Background: an optimization exercise with open tools, aiming at small area, a short achievable clock period and few clock cycles per item. Do not read the settings as production practice. Where RTL was checked, it was by simulation tests only, not by an equivalence proof against the original. Function not checked in run 2: the RTL went through the layout flow alone.

## flow/design.v (module list and top-level ports; edited modules follow where they fit)
// module trilinear_interp_axis: 4239 lines
module trilinear_interp_axis (
    input  logic         clk,
    input  logic         rstn,
    input  logic         in_valid,
    output logic         in_ready,
    input  logic [7:0]   frac_r,
    input  logic [7:0]   frac_g,
    input  logic [7:0]   frac_b,
    input  logic         mode,
    input  logic [7:0]   in_user,
    input  logic [191:0] pt_nbr,
    output logic         out_valid,
    input  logic         out_ready,
    output logic [23:0]  out_pt,
    output logic [7:0]   out_user
);
  // ...
==> flow/run.sh <==
#!/bin/bash
# synth_recipe.tcl (not shown) runs the flow's synth.tcl, then flattens the netlist and writes it again
# the make line also repeats each setting of config.mk as NAME=value (left out here)
make -C /OpenROAD-flow-scripts/flow DESIGN_CONFIG=/design/flow/config.mk WORK_HOME=/design/flow/orfs CLKGATE_MAP_FILE= SYNTH_SCRIPT=/design/flow/synth_recipe.tcl finish
==> flow/config.mk <==
export PLATFORM = sky130hd
export DESIGN_NAME = trilinear_interp_axis
export DESIGN_NICKNAME = trilinear_interp_axis
export VERILOG_FILES = /design/flow/design.v
export SDC_FILE = /design/flow/constraint.sdc
export NUM_CORES = 4
export LEC_CHECK = 0
export ABC_CLOCK_PERIOD_IN_PS = 3400
export CAP_MARGIN = 20
export CORE_MARGIN = 2
export CORE_UTILIZATION = 40
export SETUP_SLACK_MARGIN = 2.6
export SLEW_MARGIN = 20
==> flow/constraint.sdc <==
create_clock -name core_clock -period 6.0 [get_ports {clk}]
set_input_delay 1.2000 -clock core_clock [delete_from_list [all_inputs] [get_ports {clk}]]
set_output_delay 1.2000 -clock core_clock [all_outputs]
set_load 0.01 [all_outputs]
==> summary.txt, run 1 <==
Logic synthesis
  • Post-synthesis compound-gate area fraction: 3.309%
  • Fraction of registers with async set or reset after synthesis: 0.4773%

Outcome
  • Result of the run: finished clean

Clock network
  • CTS H-tree depth: 4
  • Buffers from clock root to sink, at most: 3
  • TritonCTS clock tree: yes

Placement
  • HPWL after DPL: 159.8 mm
  • Placed inst area: 99950 sq um

Worst setup path
  • Highest-delay cell along the critical path: fa_2
  • Worst path depth: 13
  • Timing endpoint of the critical path: st1_q[514]$_DFFE_PP_
  • Launch point of the critical path: mode

Global route
  • GR met3 Demand/Resource: 4.320%
  • Global-route wire length before repair: 370.5 mm
  • Met2 layer usage reported by global route: 31.97%

Min path
  • Launch instance of the worst min-delay path: st3_q[19]$_DFFE_PP_
  • Worst hold path cell count: 0

STA
  • Minimum hold slack: 397.7 ps
  • Maximum operating frequency: 0.2863 GHz
  • Max-slew violation count: 0

Layout
  • Final Util: 45.96%
  • Share of cells above drive strength 1: 23.39%

Routing
  • 1st-pass router iterations: 7
Testbench counts, summed over its fixed seeds: cycles 16,048, items 16,000.
==> run 2, diff against run 1 <==
--- a/flow/design.v
+++ b/flow/design.v
@@ -14,18 +14,19 @@
     output logic [23:0]  out_pt,
     output logic [7:0]   out_user
 );
     logic [529:0] st1_d, st1_q;
     logic [145:0] st2_d, st2_q;
     logic [319:0] st3_d, st3_q;
     logic [76:0] st4_d, st4_q;
     logic [163:0] st5_d, st5_q;
-    logic [31:0] st6_d, st6_q;
-    logic [5:0] v_q;
+    logic [4:0] v_q;
+    logic [3:0] cnt, wp, rp;
+    logic [31:0] mem [8];
     wire [8:0] sel_r = {mode & frac_r[7], mode ? {8{frac_r[7]}} : frac_r};
     wire [8:0] sel_g0 = {mode & frac_g[7], mode ? {8{frac_g[7]}} : frac_g};
     wire [8:0] sel_b0 = {mode & frac_b[7], mode ? {8{frac_b[7]}} : frac_b};
     wire r0_m1 = sel_r[0] ? pt_nbr[24] : pt_nbr[0];
     wire r0_m2 = sel_r[0] ? pt_nbr[25] : pt_nbr[1];
     wire r0_m3 = sel_r[0] ? pt_nbr[26] : pt_nbr[2];
     wire r0_m4 = sel_r[0] ? pt_nbr[27] : pt_nbr[3];
     wire r0_m5 = sel_r[0] ? pt_nbr[28] : pt_nbr[4];
@@ -4211,29 +4212,36 @@
     wire b2_c4178 = (st5_q[156] & st5_q[157]) | (st5_q[156] & st5_q[158]) | (st5_q[157] & st5_q[158]);
     wire b2_s4179 = st5_q[159] ^ st5_q[160] ^ st5_q[161];
     wire b2_c4180 = (st5_q[159] & st5_q[160]) | (st5_q[159] & st5_q[161]) | (st5_q[160] & st5_q[161]);
     wire b2_s4181 = st5_q[162] ^ st5_q[163];
     wire b2_c4182 = st5_q[162] & st5_q[163];
     wire [17:0] b0_sum4183 = {b0_c4118, b0_s4117, b0_s4115, b0_s4113, b0_s4111, b0_s4109, b0_s4107, b0_s4105, b0_s4103, b0_s4101, b0_s4099, b0_s4097, b0_s4095, b0_s4093, b0_s4091, b0_s4089, b0_s4087, st5_q[17]} + {1'b0, b0_c4116, b0_c4114, b0_c4112, b0_c4110, b0_c4108, b0_c4106, b0_c4104, b0_c4102, b0_c4100, b0_c4098, b0_c4096, b0_c4094, b0_c4092, b0_c4090, b0_c4088, st5_q[21], st5_q[18]};
     wire [17:0] b1_sum4184 = {b1_c4150, b1_s4149, b1_s4147, b1_s4145, b1_s4143, b1_s4141, b1_s4139, b1_s4137, b1_s4135, b1_s4133, b1_s4131, b1_s4129, b1_s4127, b1_s4125, b1_s4123, b1_s4121, b1_s4119, st5_q[66]} + {1'b0, b1_c4148, b1_c4146, b1_c4144, b1_c4142, b1_c4140, b1_c4138, b1_c4136, b1_c4134, b1_c4132, b1_c4130, b1_c4128, b1_c4126, b1_c4124, b1_c4122, b1_c4120, st5_q[70], st5_q[67]};
     wire [17:0] b2_sum4185 = {b2_c4182, b2_s4181, b2_s4179, b2_s4177, b2_s4175, b2_s4173, b2_s4171, b2_s4169, b2_s4167, b2_s4165, b2_s4163, b2_s4161, b2_s4159, b2_s4157, b2_s4155, b2_s4153, b2_s4151, st5_q[115]} + {1'b0, b2_c4180, b2_c4178, b2_c4176, b2_c4174, b2_c4172, b2_c4170, b2_c4168, b2_c4166, b2_c4164, b2_c4162, b2_c4160, b2_c4158, b2_c4156, b2_c4154, b2_c4152, st5_q[119], st5_q[116]};
-    assign st6_d = {b2_sum4185[17], b2_sum4185[16], b2_sum4185[15], b2_sum4185[14], b2_sum4185[13], b2_sum4185[12], b2_sum4185[11], b2_sum4185[10], b1_sum4184[17], b1_sum4184[16], b1_sum4184[15], b1_sum4184[14], b1_sum4184[13], b1_sum4184[12], b1_sum4184[11], b1_sum4184[10], b0_sum4183[17], b0_sum4183[16], b0_sum4183[15], b0_sum4183[14], b0_sum4183[13], b0_sum4183[12], b0_sum4183[11], b0_sum4183[10], st5_q[7], st5_q[6], st5_q[5], st5_q[4], st5_q[3], st5_q[2], st5_q[1], st5_q[0]};
-    assign out_pt = {st6_q[31], st6_q[30], st6_q[29], st6_q[28], st6_q[27], st6_q[26], st6_q[25], st6_q[24], st6_q[23], st6_q[22], st6_q[21], st6_q[20], st6_q[19], st6_q[18], st6_q[17], st6_q[16], st6_q[15], st6_q[14], st6_q[13], st6_q[12], st6_q[11], st6_q[10], st6_q[9], st6_q[8]};
-    assign out_user = {st6_q[7], st6_q[6], st6_q[5], st6_q[4], st6_q[3], st6_q[2], st6_q[1], st6_q[0]};
-    wire ce = !v_q[5] || out_ready;
-    assign in_ready = ce;
-    assign out_valid = v_q[5];
+    wire [31:0] res = {st5_q[7], st5_q[6], st5_q[5], st5_q[4], st5_q[3], st5_q[2], st5_q[1], st5_q[0], b2_sum4185[17], b2_sum4185[16], b2_sum4185[15], b2_sum4185[14], b2_sum4185[13], b2_sum4185[12], b2_sum4185[11], b2_sum4185[10], b1_sum4184[17], b1_sum4184[16], b1_sum4184[15], b1_sum4184[14], b1_sum4184[13], b1_sum4184[12], b1_sum4184[11], b1_sum4184[10], b0_sum4183[17], b0_sum4183[16], b0_sum4183[15], b0_sum4183[14], b0_sum4183[13], b0_sum4183[12], b0_sum4183[11], b0_sum4183[10]};
+    wire acc = in_valid && in_ready;
+    wire del = out_valid && out_ready;
+    assign in_ready = !cnt[3];
+    assign out_valid = wp != rp;
+    assign {out_user, out_pt} = mem[rp[2:0]];
     always_ff @(posedge clk or negedge rstn) begin
-        if (!rstn) v_q <= '0;
-        else if (ce) v_q <= {v_q[4:0], in_valid};
+        if (!rstn) begin
+            v_q <= '0;
+            cnt <= '0;
+            wp  <= '0;
+            rp  <= '0;
+        end else begin
+            v_q <= {v_q[3:0], acc};
+            cnt <= cnt + 4'(acc) - 4'(del);
+            if (v_q[4]) wp <= wp + 1'b1;
+            if (del) rp <= rp + 1'b1;
+        end
     end
     always_ff @(posedge clk) begin
-        if (ce) begin
-            st1_q <= st1_d;
-            st2_q <= st2_d;
-            st3_q <= st3_d;
-            st4_q <= st4_d;
-            st5_q <= st5_d;
-            st6_q <= st6_d;
-        end
+        st1_q <= st1_d;
+        st2_q <= st2_d;
+        st3_q <= st3_d;
+        st4_q <= st4_d;
+        st5_q <= st5_d;
+        if (v_q[4]) mem[wp[2:0]] <= res;
     end
 endmodule
==> run 2 against run 1 <==
  * Cell count up 3.3%
  * Count of clock-buffer cells in the layout is 42 higher
  * Synthesized area down 3.0%
  * Die area fell by 3.0%
  * Fmax decreased by 9.4%
  * Cell area down 2.0%
  * Register-to-register slack about the same
  * Global-route usage rose by 0.077 points
  * Via count shrank 0.46%
==> summary.txt, run 2 <==
Outcome
  • Result of the run: finished clean

Worst setup path
  • Critical Path Start Type: flip-flop
  • Start of the worst register-to-register path: st2_q[8]$_DFF_P_
  • Register-to-register path setup slack: 2690 ps
  • Worst-path cell chain: buf_8 -> buf_12 -> buf_4 -> mux4_2 -> mux2_4 -> buf_6
  • Setup CP Type: reg2out
  • Top fanout value on the critical path: 3
  • R2r endpoint: st3_q[248]$_DFF_P_
  • Worst-case reg-to-reg path depth: 8
  • Critical path endpoint category: output port
  • Highest-delay cell along the critical path: dfrtp_4
  • WP data arrival: 2660 ps
  • Worst path max stage delay: 520 ps
  • Data required time of the worst path: 4800 ps

Die
  • Vertical extent of the die: 481.9 microns
  • I/O pin total: 263
  • DIE WIDTH: 481.9 microns
  • Effective utilization at floorplan: 40.19%
  • Std-Cell Rows: 175
  • Area of the placeable core: 227300 sq um
  • Area of the die: 232200 sq um

Routing
  • DRT antenna net count: 0
  • Post-detailed-route via-to-cell ratio: 5.131
  • Average wire per cell in the routed design: 22.36 microns
  • Number of remaining DRC errors: 0
  • Initial detailed-routing violation count: 3313
  • 1st-pass router iterations: 5 (-2)
  • Total detailed-routing wirelength: 239.6 mm
  • DR vias: 54994

Clock network
  • TritonCTS clock tree: yes
  • Skew-Pair Late Insertion Delay: 870 ps
  • CTS H-tree depth: 4 (unchanged)
  • Buffers from clock root to sink, at most: 3 (unchanged)
  • Sinks on Clock Net: 1492
  • Clock edge transition at the registers on the reported setup and hold paths: 60 ps
  • CTS Root Cell: clkbuf_16
  • Hold_buf cts: 0
  • Number of buffers created by CTS: 170

Layout
  • Flip-flop count of the largest register after layout: 530
  • Most common library cell in the layout ignoring fill and taps: dfxtp_1
  • Post-synthesis to final-layout area growth: 15.79%
  • Filler cell count: 20385
  • Net count, final: 9335
  • Register with the highest flop count: st1_q
  • Commonest non-fill, non-tap cells in the layout: dfxtp_1, mux2_2, fa_1
  • Area of the multi-input gates: 54170 sq um
  • Share of cells above drive strength 1: 24.31% (+0.91 points)
  • Total area of sequential cells: 32560 sq um

Placement
  • Gpl congestion: 0.8223
  • HPWL after DPL: 157.5 mm (-1.4%)
  • Count of port buffers added during placement: 262

Logic synthesis
  • Avg Cell Area, Syn: 12.45 sq um
  • Ys Warns: 1
  • Post-synthesis net count: 9122
  • Post-synthesis cell area: 91340 sq um
  • Count leader, synth: dfxtp_1
  • Gate count of the mapped netlist: 7338
  • Area contributors post-synth: dfxtp_1, fa_1, mux2_2
  • Count of distinct cell types in the synthesized netlist: 73
  • Area share of the leading cell type in the synthesized netlist: 26.72%
  • Most frequent cells after synthesis: dfxtp_1, mux2_2, fa_1
  • Synthesized flop and latch total: 1492
  • Fraction of registers with async set or reset after synthesis: 1.139% (+0.66 points)
  • EDFF count, synth: 256
  • Sequential cell area fraction in the yosys report: 35.60%
  • Cell accounting for the most synthesized area: dfxtp_1
  • Dominant register cell in the synthesized netlist: dfxtp_1

Min path
  • Launch instance of the worst min-delay path: st1_q[1]$_DFF_P_
  • Class of the most critical hold timing path: reg2reg
  • Worst hold path cell count: 0 (unchanged)
  • Hold Path End: st2_q[1]$_DFF_P_

STA
  • Total negative setup slack: 0 ps
  • Max-slew violation count: 0 (unchanged)
  • RSZ-0062 raised after global routing: true
  • Worst-case clock skew: 78.02 ps
  • # setup viols final: 0
  • Relative slew margins: 26.96%
  • Min Clock Period, post-route: 3856 ps
  • Maximum operating frequency: 0.2593 GHz (-9.4%)
  • Final period utilization: 64.27%
  • Number of hold violations in the final report: 0
  • Slew at the pin closest to its max-slew limit: 1094 ps

Global route
  • Total GRT Usage: 20.51%
  • Pin count of the biggest net entering global routing: 61
  • Global-route wire length before repair: 365.0 mm (-1.5%)
  • Via count of the first global-routing pass: 59647
  • Antenna violations before repair: 37
  • Total global routing overflow: 0

Job
  • Number of maximum-capacitance violations: 0
run 2: cell count changes in the layout (fill, tap and decap cells not counted), moves of 20 or more:
cell and delta:
edfxtp_1 -995, clkdlybuf4s50_1 -32, clkinv_1 -27, mux4_2 +64, dfxtp_1 +1206, a21oi_1 +26
inv_1 +30, nor2_1 +42, buf_6 +26, clkbuf_8 +20
run 2: how the worst max path moves through the flow:
stage                      start  slack, ps  cells after the start            endpoint
2_1_floorplan          frac_r[7]       1970                     12  st1_q[301]$_DFF_P_
3_3_place_gp                mode       1010                     10  st1_q[343]$_DFF_P_
3_5_place_dp                mode        980                     10  st1_q[343]$_DFF_P_
4_1_cts        rp[0]$_DFFE_PN0P_       2050                      6          out_pt[18]
5_1_grt        rp[0]$_DFFE_PN0P_       2060                      6         out_user[3]
6_report       rp[0]$_DFFE_PN0P_       2140                      6         out_user[3]
run 2: per-layer routing:
metal  track usage (%)  share of wire, %  vias up
li1                  -                 -    24922
met1             28.49                46    28161
met2             32.55                46     1471
met3             3.478               5.5      404
met4             6.595               2.9       36
met5                 0             0.099        -
run 2: critical path: cells and delay by family, from the launching register on:
kind / cells / cell delay, ps
flip-flops: 1 / 520
buffers and inverters: 4 / 540
multiplexers: 2 / 730
run 2: timing repair:
action,CTS,global route
cloned,31,9
setup endpoints to repair,262,208
setup buffers,75,27
gates resized for setup,227,75
pin swaps,8,14
run 2: cells by family (layout without fill, tap and decap cells):
logic type,Yosys count,after routing,share of synthesized area [%]
other cells,0,11,0
compound gates,466,466,3.319
mux,1702,1702,21.15
xor+xnor,153,153,1.467
buf+inv,1353,1711,5.844
flops,1492,1492,35.60
fa+ha+maj,1555,1555,29.59
simple gates,617,619,3.027
run 2: layout make-up:
cell class	instances	share of cell area (%)
multi-input cells	4495	51.22
flip-flops and latches	1492	30.78
clock buffers	221	4.413
repair buffers	467	5.311
well taps	3009	3.560
diodes	11	0.02603
clock inverters	98	1.397
inverters	925	3.290
run 2: per-stage QoR:
step,setup slack [ps],hold slack (ps),cell area (sq um),std cells,utilization [%]
floorplan,1967,309.6,92000,7338,-
global placement,1015,309.8,97010,10246,42.68
detailed placement,980.5,312.0,97010,10246,42.68
CTS,2051,309.4,105100,10671,46.25
global route,2059,325.5,105700,10713,46.53
finish,2144,318.7,105800,10718,46.53

re-timing with driven ports:
The results above use ideal ports. As a check the final layouts listed here were re-extracted and re-timed, cells and wires unchanged. Step 1 assumes that a clkbuf_16 drives the clock port and a buf_2 every other input. Step 2 times the ports against the registers' clock, not the clock port: input delays grow and output delays shrink by t, the midpoint of the rising clock arrivals with the driver on. Three values: no drivers, after step 1, after step 2; two values: the first two.
run | t (ns) | setup WS [ns] | worst hold slack (ns) | worst data-port slew with drivers (ns) | cell pins on the clock port's net
run 1 | 0.900 | 2.508 / 2.537 / 1.637 | 0.398 / 0.398 / 0.398 | 0.17 | 1
run 2 | 0.917 | 2.144 / 2.057 / 1.606 | 0.319 / 0.319 / 0.319 | 0.21 | 1
After both steps setup and hold are still met in every run listed. For run 1, which loses most, drivers alone change the setup slack by +0.029 ns; drivers and shift together by -0.871 ns.
